Context: an optimization exercise on an open-source flow, tuned for a short achievable clock period and few clock cycles per item. The choices shown serve that exercise and are no tape-out recipe.
In this exercise RTL edits were held to simulation tests only and were not proved equivalent to the original.
No activity file was given, so power comes from the tool's default toggle rates.

==> exp/fjord <==
==> flow/design.v (excerpt) <==
module mips_multicycle #(
  parameter int          ADDR_WIDTH = 12,
  parameter logic [31:0] RESET_PC   = 32'h0000_0000,
  parameter int          NUM_REGS   = 32
) (
  input  logic                  clk,
  input  logic                  reset,
  output logic                  mem_req,
  output logic                  mem_we,
  output logic [ADDR_WIDTH-1:0] mem_addr,
  output logic [31:0]           mem_wdata,
  input  logic [31:0]           mem_rdata,
  input  logic                  mem_ready,
  output logic                  halted,
  output logic                  retire_valid,
  output logic [31:0]           retire_pc
);
  localparam int RW    = NUM_REGS > 1 ? $clog2(NUM_REGS) : 1;
  localparam int WA    = ADDR_WIDTH - 2;         
  localparam int CIDX  = 6;                      
  localparam int NC    = 1 << CIDX;              
  localparam int CTAG  = WA - CIDX;              
  localparam int LIMIT = 52;                     
  localparam int NEAR  = 3;                      
  localparam logic [WA-1:0] LIMIT_W = LIMIT;
  localparam logic [WA-1:0] NEAR_W  = NEAR;
  logic                  preq_q, pdat_q, pwe_q;
  logic [ADDR_WIDTH-1:0] paddr_q;
  logic [31:0]           pwdata_q;
  logic [NC-1:0]         cv_q;
  logic [CTAG-1:0]       ctag_q [NC];
  logic [31:0]           cdat_q [NC];
  logic [NC-1:0]         bv_q;
  logic [CTAG-1:0]       btag_q [NC];
  logic [WA-1:0]         bt_q [NC];
  logic [31:0]           fpc_q;
  logic [CIDX-1:0]       fixn_q;    
  logic [WA-1:0]         ppc_q;
  logic                  nb_v_q;    
  ...
Settings: LEC_CHECK=0, CAP_MARGIN=20, CORE_MARGIN=2, CORE_UTILIZATION=40, SETUP_SLACK_MARGIN=2.8, SLEW_MARGIN=20; clock period 6.0 ns.
run.sh (not shown) runs the stock make flow with config.mk's settings and CLKGATE_MAP_FILE= SYNTH_SCRIPT=/design/flow/synth_recipe.tcl, a recipe that flattens the netlist after the stock synthesis.
==> exp/yarrow: changes against exp/fjord <==
--- a/flow/design.v
+++ b/flow/design.v
@@ -30,15 +30,14 @@
   logic [NC-1:0]         cv_q;
   logic [CTAG-1:0]       ctag_q [NC];
   logic [31:0]           cdat_q [NC];
   logic [NC-1:0]         bv_q;
   logic [CTAG-1:0]       btag_q [NC];
   logic [WA-1:0]         bt_q [NC];
   logic [31:0]           fpc_q;
-  logic [CIDX-1:0]       fixn_q;    
   logic [WA-1:0]         ppc_q;
   logic                  nb_v_q;    
   logic [WA-1:0]         nb_t_q;
   logic                  in_win_q, pnear_q;
   logic [NC-1:0]         fpt_q;     
   logic                  pr_q;      
   logic [WA-1:0]         pr_w_q;
@@ -88,15 +87,15 @@
       b_match[i] = bv_q[i] && btag_q[i] == f_w[WA-1:CIDX] && f_idx == i[CIDX-1:0];
     end
   assign f_hit    = |f_match;
   assign f_infl   = preq_q && !pdat_q && paddr_q[ADDR_WIDTH-1:2] == f_w;
   assign f_direct = f_infl & mem_ready;
   assign f_avail  = f_hit | f_direct;
   assign f_need   = !f_hit && !f_infl;
-  assign f_ir     = f_hit ? cdat_q[~fixn_q] : mem_rdata;
+  assign f_ir     = f_hit ? cdat_q[f_idx] : mem_rdata;
   assign b_hit    = |b_match;
   assign b_tw     = bt_q[f_idx];
   logic        m_fwd, w_we;
   logic [31:0] m_res;
   assign m_fwd = m_valid_q && !m_lw_q && m_wr_q != 5'd0;
   assign m_res = m_res_q;
   assign w_we  = w_valid_q && !w_trap_q && w_wr_q != 5'd0;
@@ -225,20 +224,21 @@
                       (iq_cnt_q == 2'd2 && (iq1_ir_q[31:26] == 6'h23 || iq1_ir_q[31:26] == 6'h2B)) ||
                       (e_valid_q && e_mem);
   assign cand      = f_need ? f_w : ppc_q;
   assign skip      = !f_need && in_win && (p_hit || p_infl);
   assign want_fill = !stop_q && !halting_q && !m_redir_q &&
                      (f_need || (in_win && !p_hit && !p_infl && (pnear || !memop_soon)));
   assign issue_fill = pfree && want_fill && !issue_data;
-  logic [WA-1:0] ppc_n, pr_w_n, rd_a, rd_m;
+  logic [WA-1:0] ppc_n, pr_w_n, rd_a, rd_m, rd_d;
   logic          keep, keep_q;
   assign ppc_n  = f_need ? (issue_fill ? f_w + 1'b1 : f_w) :
                   (skip || issue_fill) ? ppc_q + 1'b1 : ppc_q;
   assign rd_a   = ppc_q - m_apc4_q[ADDR_WIDTH-1:2];
   assign rd_m   = ppc_q - m_alt_q[ADDR_WIDTH-1:2];
+  assign rd_d   = ppc_q - d_tw;
   assign keep   = keep_q;
   assign pr_w_n = a_fill ? m_apc4_q[ADDR_WIDTH-1:2] :
                   m_redir_q ? m_alt_q[ADDR_WIDTH-1:2] : d_tw;
   always_ff @(posedge clk) begin
     if (hs && !pdat_q) begin
       cdat_q[paddr_q[CIDX+1:2]] <= mem_rdata;
       ctag_q[paddr_q[CIDX+1:2]] <= paddr_q[ADDR_WIDTH-1:CIDX+2];
@@ -246,15 +246,15 @@
     {bw_tag_q, bw_idx_q} <= iq0_pc_q[ADDR_WIDTH-1:2] - 1'b1;
     bw_t_q   <= d_tw;
     if (bw_q) begin
       btag_q[bw_idx_q] <= bw_tag_q;
       bt_q[bw_idx_q]   <= bw_t_q;
     end
     pr_w_q <= pr_w_n;
-    keep_q <= a_fill ? !rd_a[WA-1] : m_redir_q ? !rd_m[WA-1] : 1'b1;
+    keep_q <= a_fill ? !rd_a[WA-1] : m_redir_q ? !rd_m[WA-1] : !rd_d[WA-1];
     if (push) nb_t_q <= b_tw;
     in_win_q <= pdist < LIMIT_W;
     pnear_q  <= pdist < NEAR_W;
     if (a_fill) begin
       iq0_ir_q <= m_air_q;
       iq0_pc_q <= m_alt_q;
       iq0_fp_q <= 1'b0;
@@ -343,15 +343,14 @@
       cv_q      <= '0;
       bv_q      <= '0;
       fpt_q     <= '0;
       bw_q      <= 1'b0;
       bi_q      <= 1'b0;
       w_ret_q   <= 1'b0;
       fpc_q     <= RESET_PC;
-      fixn_q    <= ~RESET_PC[CIDX+1:2];
       ppc_q     <= RESET_PC[ADDR_WIDTH-1:2];
       pr_q      <= 1'b0;
       nb_v_q    <= 1'b0;
       iq_cnt_q  <= 2'd0;
       e_valid_q <= 1'b0;
       m_valid_q <= 1'b0;
       m_redir_q <= 1'b0;
@@ -371,19 +370,14 @@
       if (bi_q) bv_q[bi_idx_q] <= 1'b0;
       if (bw_q) bv_q[bw_idx_q] <= 1'b1;
       if (a_fill) fpc_q <= m_apc4_q;
       else if (m_redir_q) fpc_q <= m_alt_q;
       else if (d_redirect) fpc_q <= d_j ? d_jt : d_bt;
       else if (b_redirect) fpc_q <= {fpc_q[31:ADDR_WIDTH], nb_t_q, 2'b00};
       else if (push) fpc_q <= fpc_q + 32'd4;
-      if (a_fill) fixn_q <= ~m_apc4_q[CIDX+1:2];
-      else if (m_redir_q) fixn_q <= ~m_alt_q[CIDX+1:2];
-      else if (d_redirect) fixn_q <= d_j ? ~iq0_ir_q[CIDX-1:0] : ~d_bt[CIDX+1:2];
-      else if (b_redirect) fixn_q <= ~nb_t_q[CIDX-1:0];
-      else if (push) fixn_q <= ~(~fixn_q + 1'b1);
       if (a_fill) iq_cnt_q <= 2'd1;
       else if (iq_flush) iq_cnt_q <= 2'd0;
       else iq_cnt_q <= iq_cnt_q + {1'b0, push} - {1'b0, d_adv};
       pr_q <= m_redir_q || d_redirect;
       if (d_redirect || m_redir_q) nb_v_q <= 1'b0;
       else if (push) nb_v_q <= b_hit && !b_redirect;
       if (pr_q && !keep && !f_need) ppc_q <= pr_w_q;
==> exp/tundra: changes against exp/fjord <==
--- a/flow/design.v
+++ b/flow/design.v
@@ -16,51 +16,46 @@
   output logic [31:0]           retire_pc
 );
   localparam int RW    = NUM_REGS > 1 ? $clog2(NUM_REGS) : 1;
   localparam int WA    = ADDR_WIDTH - 2;         
   localparam int CIDX  = 6;                      
   localparam int NC    = 1 << CIDX;              
   localparam int CTAG  = WA - CIDX;              
-  localparam int LIMIT = 52;                     
-  localparam int NEAR  = 3;                      
+  localparam int LIMIT = 40;                     
+  localparam int NEAR  = 2;                      
   localparam logic [WA-1:0] LIMIT_W = LIMIT;
   localparam logic [WA-1:0] NEAR_W  = NEAR;
   logic                  preq_q, pdat_q, pwe_q;
   logic [ADDR_WIDTH-1:0] paddr_q;
   logic [31:0]           pwdata_q;
   logic [NC-1:0]         cv_q;
   logic [CTAG-1:0]       ctag_q [NC];
   logic [31:0]           cdat_q [NC];
   logic [NC-1:0]         bv_q;
   logic [CTAG-1:0]       btag_q [NC];
   logic [WA-1:0]         bt_q [NC];
   logic [31:0]           fpc_q;
-  logic [CIDX-1:0]       fixn_q;    
   logic [WA-1:0]         ppc_q;
   logic                  nb_v_q;    
   logic [WA-1:0]         nb_t_q;
   logic                  in_win_q, pnear_q;
-  logic [NC-1:0]         fpt_q;     
   logic                  pr_q;      
   logic [WA-1:0]         pr_w_q;
   logic [1:0]            iq_cnt_q;
   logic [31:0]           iq0_ir_q, iq0_pc_q, iq1_ir_q, iq1_pc_q;
   logic                  iq0_fp_q, iq1_fp_q;   
-  logic                  iq0_pt_q, iq1_pt_q;   
   logic                  e_valid_q, e_trap_q, e_lw_q, e_sw_q, e_br_q, e_beq_q, e_pred_q, e_z_q;
   logic                  e_cin_q, e_and_q, e_or_q, e_slt_q;
   logic [4:0]            e_rs_q, e_rt_q, e_wr_q;
   logic [31:0]           e_pc_q, e_a_q, e_b_q, e_opb_q, e_imm_q, e_alt_q;
   logic                  e_fam_q, e_faw_q, e_fbm_q, e_fbw_q, e_ldh_q;   
   logic                  m_valid_q, m_trap_q, m_lw_q, m_mem_q, m_redir_q;
-  logic                  e_fp_q, m_fp_q;      
-  logic                  bi_q, w_ret_q;
-  logic [CIDX-1:0]       bi_idx_q;
   logic [4:0]            m_wr_q;
-  logic [31:0]           m_pc_q, m_res_q, m_alt_q;
+  logic [31:0]           m_pc_q, m_sum_q, m_log_q, m_alt_q;
+  logic                  m_sel_q, m_slt_q, m_a31_q, m_b31_q;
   logic                  m_ahit_q;    
   logic [31:0]           m_air_q, m_apc4_q;
   logic                  w_valid_q, w_trap_q;
   logic [4:0]            w_wr_q;
   logic [31:0]           w_pc_q, w_val_q;
   logic                  stop_q, halting_q, halted_q;
   logic [31:0]           rf_q [NUM_REGS];
@@ -68,15 +63,15 @@
   assign hs      = preq_q & mem_ready;
   assign pfree   = ~preq_q | mem_ready;
   assign mem_req   = preq_q & ~reset;
   assign mem_we    = pwe_q;
   assign mem_addr  = paddr_q;
   assign mem_wdata = pwdata_q;
   assign halted    = halted_q;
-  assign retire_valid = w_ret_q;
+  assign retire_valid = w_valid_q & ~w_trap_q;
   assign retire_pc = w_pc_q;
   logic [WA-1:0]   f_w;
   logic [CIDX-1:0] f_idx;
   logic            f_hit, f_infl, f_direct, f_avail, f_need, b_hit;
   logic [31:0]     f_ir;
   logic [WA-1:0]   b_tw;
   assign f_w      = fpc_q[ADDR_WIDTH-1:2];
@@ -88,21 +83,22 @@
       b_match[i] = bv_q[i] && btag_q[i] == f_w[WA-1:CIDX] && f_idx == i[CIDX-1:0];
     end
   assign f_hit    = |f_match;
   assign f_infl   = preq_q && !pdat_q && paddr_q[ADDR_WIDTH-1:2] == f_w;
   assign f_direct = f_infl & mem_ready;
   assign f_avail  = f_hit | f_direct;
   assign f_need   = !f_hit && !f_infl;
-  assign f_ir     = f_hit ? cdat_q[~fixn_q] : mem_rdata;
+  assign f_ir     = f_hit ? cdat_q[f_idx] : mem_rdata;
   assign b_hit    = |b_match;
   assign b_tw     = bt_q[f_idx];
   logic        m_fwd, w_we;
   logic [31:0] m_res;
   assign m_fwd = m_valid_q && !m_lw_q && m_wr_q != 5'd0;
-  assign m_res = m_res_q;
+  assign m_res = m_slt_q ? {31'b0, (m_a31_q != m_b31_q) ? m_a31_q : m_sum_q[31]} :
+                 m_sel_q ? m_log_q : m_sum_q;
   assign w_we  = w_valid_q && !w_trap_q && w_wr_q != 5'd0;
   logic        d_valid;
   logic [5:0]  d_op, d_fn;
   logic [4:0]  d_rs, d_rt, d_rd;
   logic [31:0] d_simm, d_pc4, d_bt, d_jt, d_rs_val, d_rt_val;
   logic        d_r, d_lw, d_sw, d_beq, d_bne, d_addi, d_j, d_legal, d_pred, d_redir_k;
   logic        d_alu, d_sub, d_urs, d_urt, d_haz;
@@ -128,41 +124,37 @@
   assign d_urs  = !d_j;
   assign d_urt  = d_r || d_sw || d_beq || d_bne;
   assign d_pc4  = iq0_pc_q + 32'd4;
   logic [30:0] d_bt31;
   assign d_bt31 = {iq0_pc_q[31:2], 1'b1} + {d_simm[29:0], 1'b1};
   assign d_bt   = {d_bt31[30:1], 2'b00};
   assign d_jt   = {d_pc4[31:28], iq0_ir_q[25:0], 2'b00};
-  assign d_pred = (iq0_fp_q && (d_beq || d_bne)) ||
-                  (d_beq && (d_rs == d_rt || iq0_ir_q[15] || iq0_pt_q)) ||
-                  (d_bne && d_rs != d_rt && (iq0_ir_q[15] || iq0_pt_q));
+  assign d_pred = (d_beq && (d_rs == d_rt || iq0_ir_q[15])) || (d_bne && d_rs != d_rt && iq0_ir_q[15]);
   assign d_redir_k = (d_j || d_pred) && !iq0_fp_q;
   assign d_tw   = d_j ? iq0_ir_q[WA-1:0] : d_bt[ADDR_WIDTH-1:2];
   assign d_haz  = d_alu &&
                   ((e_valid_q && e_wr_q != 5'd0 &&
                     ((d_urs && e_wr_q == d_rs) || (d_urt && e_wr_q == d_rt))) ||
                    (m_valid_q && m_lw_q && m_wr_q != 5'd0 &&
                     ((d_urs && m_wr_q == d_rs) || (d_urt && m_wr_q == d_rt))));
   assign d_rs_val = (d_rs == 5'd0 || {27'b0, d_rs} >= NUM_REGS) ? 32'h0 :
                     (m_fwd && m_wr_q == d_rs) ? m_res :
                     (w_we && w_wr_q == d_rs) ? w_val_q : rf_q[d_rs[RW-1:0]];
   assign d_rt_val = (d_rt == 5'd0 || {27'b0, d_rt} >= NUM_REGS) ? 32'h0 :
                     (m_fwd && m_wr_q == d_rt) ? m_res :
                     (w_we && w_wr_q == d_rt) ? w_val_q : rf_q[d_rt[RW-1:0]];
-  logic [31:0] e_fa, e_fb, e_sum, e_log, e_res;
+  logic [31:0] e_fa, e_fb, e_sum, e_log;
   logic [ADDR_WIDTH-1:0] e_ea;
   logic        e_live, e_mem, e_mis, m_busy, e_adv, e_accept, e_taken, e_misp, e_mis_adv;
   assign e_live = e_valid_q && !m_redir_q;
   assign e_fa = e_fam_q ? m_res : e_faw_q ? w_val_q : e_a_q;
   assign e_fb = e_fbm_q ? m_res : e_fbw_q ? w_val_q : e_b_q;
   logic [32:0] e_sum33;
-  assign e_sum33 = {e_a_q, 1'b1} + {e_cin_q ? ~e_opb_q : e_opb_q, e_cin_q};
+  assign e_sum33 = {e_a_q, 1'b1} + {e_opb_q, e_cin_q};
   assign e_sum = e_sum33[32:1];
-  assign e_res = e_slt_q ? {31'b0, (e_a_q[31] != e_b_q[31]) ? e_a_q[31] : e_sum[31]} :
-                 (e_and_q | e_or_q) ? e_log : e_sum;
   assign e_log = e_and_q ? (e_a_q & e_b_q) : (e_a_q | e_b_q);
   assign e_ea  = e_fa[ADDR_WIDTH-1:0] + e_imm_q[ADDR_WIDTH-1:0];
   assign e_mem = e_lw_q | e_sw_q;
   assign e_mis = e_mem && e_ea[1:0] != 2'b00;
   assign m_busy = m_valid_q && m_mem_q && !mem_ready;   
   assign e_adv  = e_live && !m_busy && !e_ldh_q && (!e_mem || pfree);
   assign e_accept = !e_valid_q || e_adv;
@@ -225,61 +217,55 @@
                       (iq_cnt_q == 2'd2 && (iq1_ir_q[31:26] == 6'h23 || iq1_ir_q[31:26] == 6'h2B)) ||
                       (e_valid_q && e_mem);
   assign cand      = f_need ? f_w : ppc_q;
   assign skip      = !f_need && in_win && (p_hit || p_infl);
   assign want_fill = !stop_q && !halting_q && !m_redir_q &&
                      (f_need || (in_win && !p_hit && !p_infl && (pnear || !memop_soon)));
   assign issue_fill = pfree && want_fill && !issue_data;
-  logic [WA-1:0] ppc_n, pr_w_n, rd_a, rd_m;
-  logic          keep, keep_q;
+  logic [WA-1:0] ppc_n, pr_w_n, rdiff;
+  logic          keep;
   assign ppc_n  = f_need ? (issue_fill ? f_w + 1'b1 : f_w) :
                   (skip || issue_fill) ? ppc_q + 1'b1 : ppc_q;
-  assign rd_a   = ppc_q - m_apc4_q[ADDR_WIDTH-1:2];
-  assign rd_m   = ppc_q - m_alt_q[ADDR_WIDTH-1:2];
-  assign keep   = keep_q;
+  assign rdiff  = ppc_q - pr_w_q;
+  assign keep   = !rdiff[WA-1];
   assign pr_w_n = a_fill ? m_apc4_q[ADDR_WIDTH-1:2] :
                   m_redir_q ? m_alt_q[ADDR_WIDTH-1:2] : d_tw;
   always_ff @(posedge clk) begin
     if (hs && !pdat_q) begin
       cdat_q[paddr_q[CIDX+1:2]] <= mem_rdata;
       ctag_q[paddr_q[CIDX+1:2]] <= paddr_q[ADDR_WIDTH-1:CIDX+2];
     end
     {bw_tag_q, bw_idx_q} <= iq0_pc_q[ADDR_WIDTH-1:2] - 1'b1;
     bw_t_q   <= d_tw;
     if (bw_q) begin
       btag_q[bw_idx_q] <= bw_tag_q;
       bt_q[bw_idx_q]   <= bw_t_q;
     end
     pr_w_q <= pr_w_n;
-    keep_q <= a_fill ? !rd_a[WA-1] : m_redir_q ? !rd_m[WA-1] : 1'b1;
     if (push) nb_t_q <= b_tw;
     in_win_q <= pdist < LIMIT_W;
     pnear_q  <= pdist < NEAR_W;
     if (a_fill) begin
       iq0_ir_q <= m_air_q;
       iq0_pc_q <= m_alt_q;
       iq0_fp_q <= 1'b0;
-      iq0_pt_q <= 1'b0;
     end else if (iq_cnt_q == 2'd2) begin
       if (d_adv) begin
         iq0_ir_q <= iq1_ir_q;
         iq0_pc_q <= iq1_pc_q;
         iq0_fp_q <= iq1_fp_q;
-        iq0_pt_q <= iq1_pt_q;
       end
     end else if (iq_cnt_q == 2'd0 || d_adv) begin
       iq0_ir_q <= f_ir;
       iq0_pc_q <= fpc_q;
       iq0_fp_q <= nb_v_q;
-      iq0_pt_q <= fpt_q[f_idx];
     end else begin
       iq1_ir_q <= f_ir;
       iq1_pc_q <= fpc_q;
       iq1_fp_q <= nb_v_q;
-      iq1_pt_q <= fpt_q[f_idx];
     end
     if (d_adv) begin
       e_trap_q    <= !d_legal;
       e_lw_q      <= d_lw;
       e_sw_q      <= d_sw;
       e_br_q      <= d_beq | d_bne;
       e_beq_q     <= d_beq;
@@ -291,18 +277,17 @@
       e_slt_q     <= d_r && d_fn == 6'h2A;
       e_rs_q      <= d_rs;
       e_rt_q      <= d_rt;
       e_wr_q      <= !d_legal ? 5'd0 : d_r ? d_rd : (d_addi || d_lw) ? d_rt : 5'd0;
       e_pc_q      <= iq0_pc_q;
       e_a_q       <= d_rs_val;
       e_b_q       <= d_rt_val;
-      e_opb_q     <= d_addi ? d_simm : d_rt_val;
+      e_opb_q     <= d_addi ? d_simm : d_sub ? ~d_rt_val : d_rt_val;
       e_imm_q     <= d_simm;
       e_alt_q     <= d_pred ? d_pc4 : d_bt;
-      e_fp_q      <= iq0_fp_q && !iq0_ir_q[15];
     end else begin
       e_a_q <= e_fa;
       e_b_q <= e_fb;
     end
     e_fam_q <= nfam && d_adv;
     e_fbm_q <= nfbm && d_adv;
     e_faw_q <= nfaw;
@@ -311,47 +296,43 @@
     if (e_adv) begin
       m_trap_q <= e_trap_q | e_mis;
       m_lw_q   <= e_lw_q & !e_mis;
       m_mem_q  <= e_mem & !e_mis;
       m_wr_q   <= e_mis ? 5'd0 : e_wr_q;
       m_pc_q   <= e_pc_q;
     end
-    m_res_q <= e_res;
+    m_sum_q <= e_sum;
+    m_log_q <= e_log;
+    m_sel_q <= e_and_q | e_or_q;
+    m_slt_q <= e_slt_q;
+    m_a31_q <= e_a_q[31];
+    m_b31_q <= e_b_q[31];
     m_alt_q <= e_alt_q;
-    m_fp_q  <= e_fp_q;
-    bi_idx_q <= m_pc_q[CIDX+1:2] - 1'b1;
     m_apc4_q  <= e_alt_q + 32'd4;
     m_ahit_q  <= a_hit;
     m_air_q   <= cdat_q[a_idx];
-    if (reset) begin
-      pwe_q    <= 1'b0;
-      paddr_q  <= RESET_PC[ADDR_WIDTH-1:0];
-    end else if (issue_data) begin
+    if (issue_data) begin
       pwe_q    <= e_sw_q;
       paddr_q  <= {e_ea[ADDR_WIDTH-1:2], 2'b00};
       pwdata_q <= e_fb;
     end else if (issue_fill) begin
       pwe_q    <= 1'b0;
       paddr_q  <= {cand, 2'b00};
     end
     w_wr_q   <= m_wr_q;
     w_pc_q   <= m_pc_q;
     w_trap_q <= m_trap_q;
     w_val_q  <= m_lw_q ? mem_rdata : m_res;
     if (reset) begin
-      preq_q    <= 1'b1;
+      preq_q    <= 1'b0;
       pdat_q    <= 1'b0;
       cv_q      <= '0;
       bv_q      <= '0;
-      fpt_q     <= '0;
       bw_q      <= 1'b0;
-      bi_q      <= 1'b0;
-      w_ret_q   <= 1'b0;
       fpc_q     <= RESET_PC;
-      fixn_q    <= ~RESET_PC[CIDX+1:2];
       ppc_q     <= RESET_PC[ADDR_WIDTH-1:2];
       pr_q      <= 1'b0;
       nb_v_q    <= 1'b0;
       iq_cnt_q  <= 2'd0;
       e_valid_q <= 1'b0;
       m_valid_q <= 1'b0;
       m_redir_q <= 1'b0;
@@ -363,41 +344,32 @@
     end else begin
       if (issue_data || issue_fill) begin
         preq_q <= 1'b1;
         pdat_q <= issue_data;
       end else if (hs) preq_q <= 1'b0;
       if (hs && !pdat_q) cv_q[paddr_q[CIDX+1:2]] <= 1'b1;
       bw_q <= d_btb_wr;
-      bi_q <= m_redir_q && m_fp_q;
-      if (bi_q) bv_q[bi_idx_q] <= 1'b0;
       if (bw_q) bv_q[bw_idx_q] <= 1'b1;
       if (a_fill) fpc_q <= m_apc4_q;
       else if (m_redir_q) fpc_q <= m_alt_q;
       else if (d_redirect) fpc_q <= d_j ? d_jt : d_bt;
       else if (b_redirect) fpc_q <= {fpc_q[31:ADDR_WIDTH], nb_t_q, 2'b00};
       else if (push) fpc_q <= fpc_q + 32'd4;
-      if (a_fill) fixn_q <= ~m_apc4_q[CIDX+1:2];
-      else if (m_redir_q) fixn_q <= ~m_alt_q[CIDX+1:2];
-      else if (d_redirect) fixn_q <= d_j ? ~iq0_ir_q[CIDX-1:0] : ~d_bt[CIDX+1:2];
-      else if (b_redirect) fixn_q <= ~nb_t_q[CIDX-1:0];
-      else if (push) fixn_q <= ~(~fixn_q + 1'b1);
       if (a_fill) iq_cnt_q <= 2'd1;
       else if (iq_flush) iq_cnt_q <= 2'd0;
       else iq_cnt_q <= iq_cnt_q + {1'b0, push} - {1'b0, d_adv};
       pr_q <= m_redir_q || d_redirect;
       if (d_redirect || m_redir_q) nb_v_q <= 1'b0;
       else if (push) nb_v_q <= b_hit && !b_redirect;
       if (pr_q && !keep && !f_need) ppc_q <= pr_w_q;
       else ppc_q <= ppc_n;
       e_valid_q <= (e_live && !e_adv) || (d_adv && !e_mis_adv);
       m_valid_q <= (m_valid_q && m_busy) || e_adv;
       m_redir_q <= e_adv && e_misp;
-      if (e_adv && e_br_q) fpt_q[e_pc_q[CIDX+1:2]] <= e_taken;
       w_valid_q <= m_valid_q && !m_busy;
-      w_ret_q   <= m_valid_q && !m_busy && !m_trap_q;
       if (w_we && {27'b0, w_wr_q} < NUM_REGS) rf_q[w_wr_q[RW-1:0]] <= w_val_q;
       stop_q    <= !m_redir_q && (stop_q || d_trap_adv || e_mis_adv);
-      if (m_valid_q && m_trap_q) halting_q <= 1'b1;
-      if ((halting_q || (m_valid_q && m_trap_q)) && !preq_q) halted_q <= 1'b1;
+      if (w_valid_q && w_trap_q) halting_q <= 1'b1;
+      if (halting_q && !preq_q) halted_q <= 1'b1;
     end
   end
 endmodule
SETUP_SLACK_MARGIN = 2.6   (was 2.8)
==> qor summary <==
quantity                                                    exp/tundra       exp/fjord      exp/yarrow
Sw Ratio                                                         33.6%           36.4%           36.9%
Number of unique standard cell types used by synthesis              87              97              91
Final-layout clock-cell area share                               6.39%           6.28%           6.04%
Routability cong.                                                0.966           0.990           0.962
Pre-Repair DR Iteration Count                                        6               8               8
Comb group                                                    0.0434 W        0.0560 W        0.0629 W
Pin count of the biggest net entering global routing               122             170             117
Count of state elements after synthesis                           5127            5168            5168
Proportion of cell area occupied by multi-input gates            32.2%           32.7%           32.9%
Worst rel slew slack                                             20.3%           18.6%           17.6%
Status                                                  finished clean  finished clean  finished clean
Slowest stage delay, CP                                        0.52 ns         0.37 ns         0.65 ns
Data arrival time of the critical path                         4.60 ns         4.77 ns         4.81 ns
Total number of vias                                            146000          160000          160000
Ant. Diodes                                                         60              34              45
Sequential cell area                                        149000 µm²      149000 µm²      149000 µm²
Testbench counts of exp/fjord, summed over its fixed seeds: cycles 72,355, instructions 53,074.
Testbench counts of exp/yarrow, summed over its fixed seeds: cycles 72,331, instructions 53,074.
Testbench counts of exp/tundra, summed over its fixed seeds: cycles 74,397, instructions 53,074.

[port drivers added, routing unchanged]
The flow's constraints put no driver on any port. The routed layouts listed below were extracted and timed again, unchanged, in two steps. Step 1, drivers: a clkbuf_16 drives clk and a buf_2 each remaining input, both assumed. Step 2 adds t to the input delays and takes it off the output delays; t is the mean of the earliest and latest rising clock arrival at the registers after step 1. Input paths then give back, and output paths get back, about the clock's delay inside the block. a / b / c = no drivers / after step 1 / after step 2; a / b = the first two.
run | t (ns) | slack for setup (ns) | worst register clock-pin slew, ns | worst data-port slew with drivers (ns)
exp/fjord | 1.252 | 2.235 / 2.235 / 1.338 | 0.07 / 0.07 | 0.31
exp/yarrow | 1.224 | 2.165 / 2.165 / 1.386 | 0.08 / 0.08 | 0.30
exp/tundra | 1.203 | 2.359 / 2.359 / 1.178 | 0.07 / 0.07 | 0.24
After both steps every run listed still meets setup and hold. For exp/tundra, which loses most, drivers alone change the setup slack by 0.000 ns; drivers and shift together by -1.181 ns.
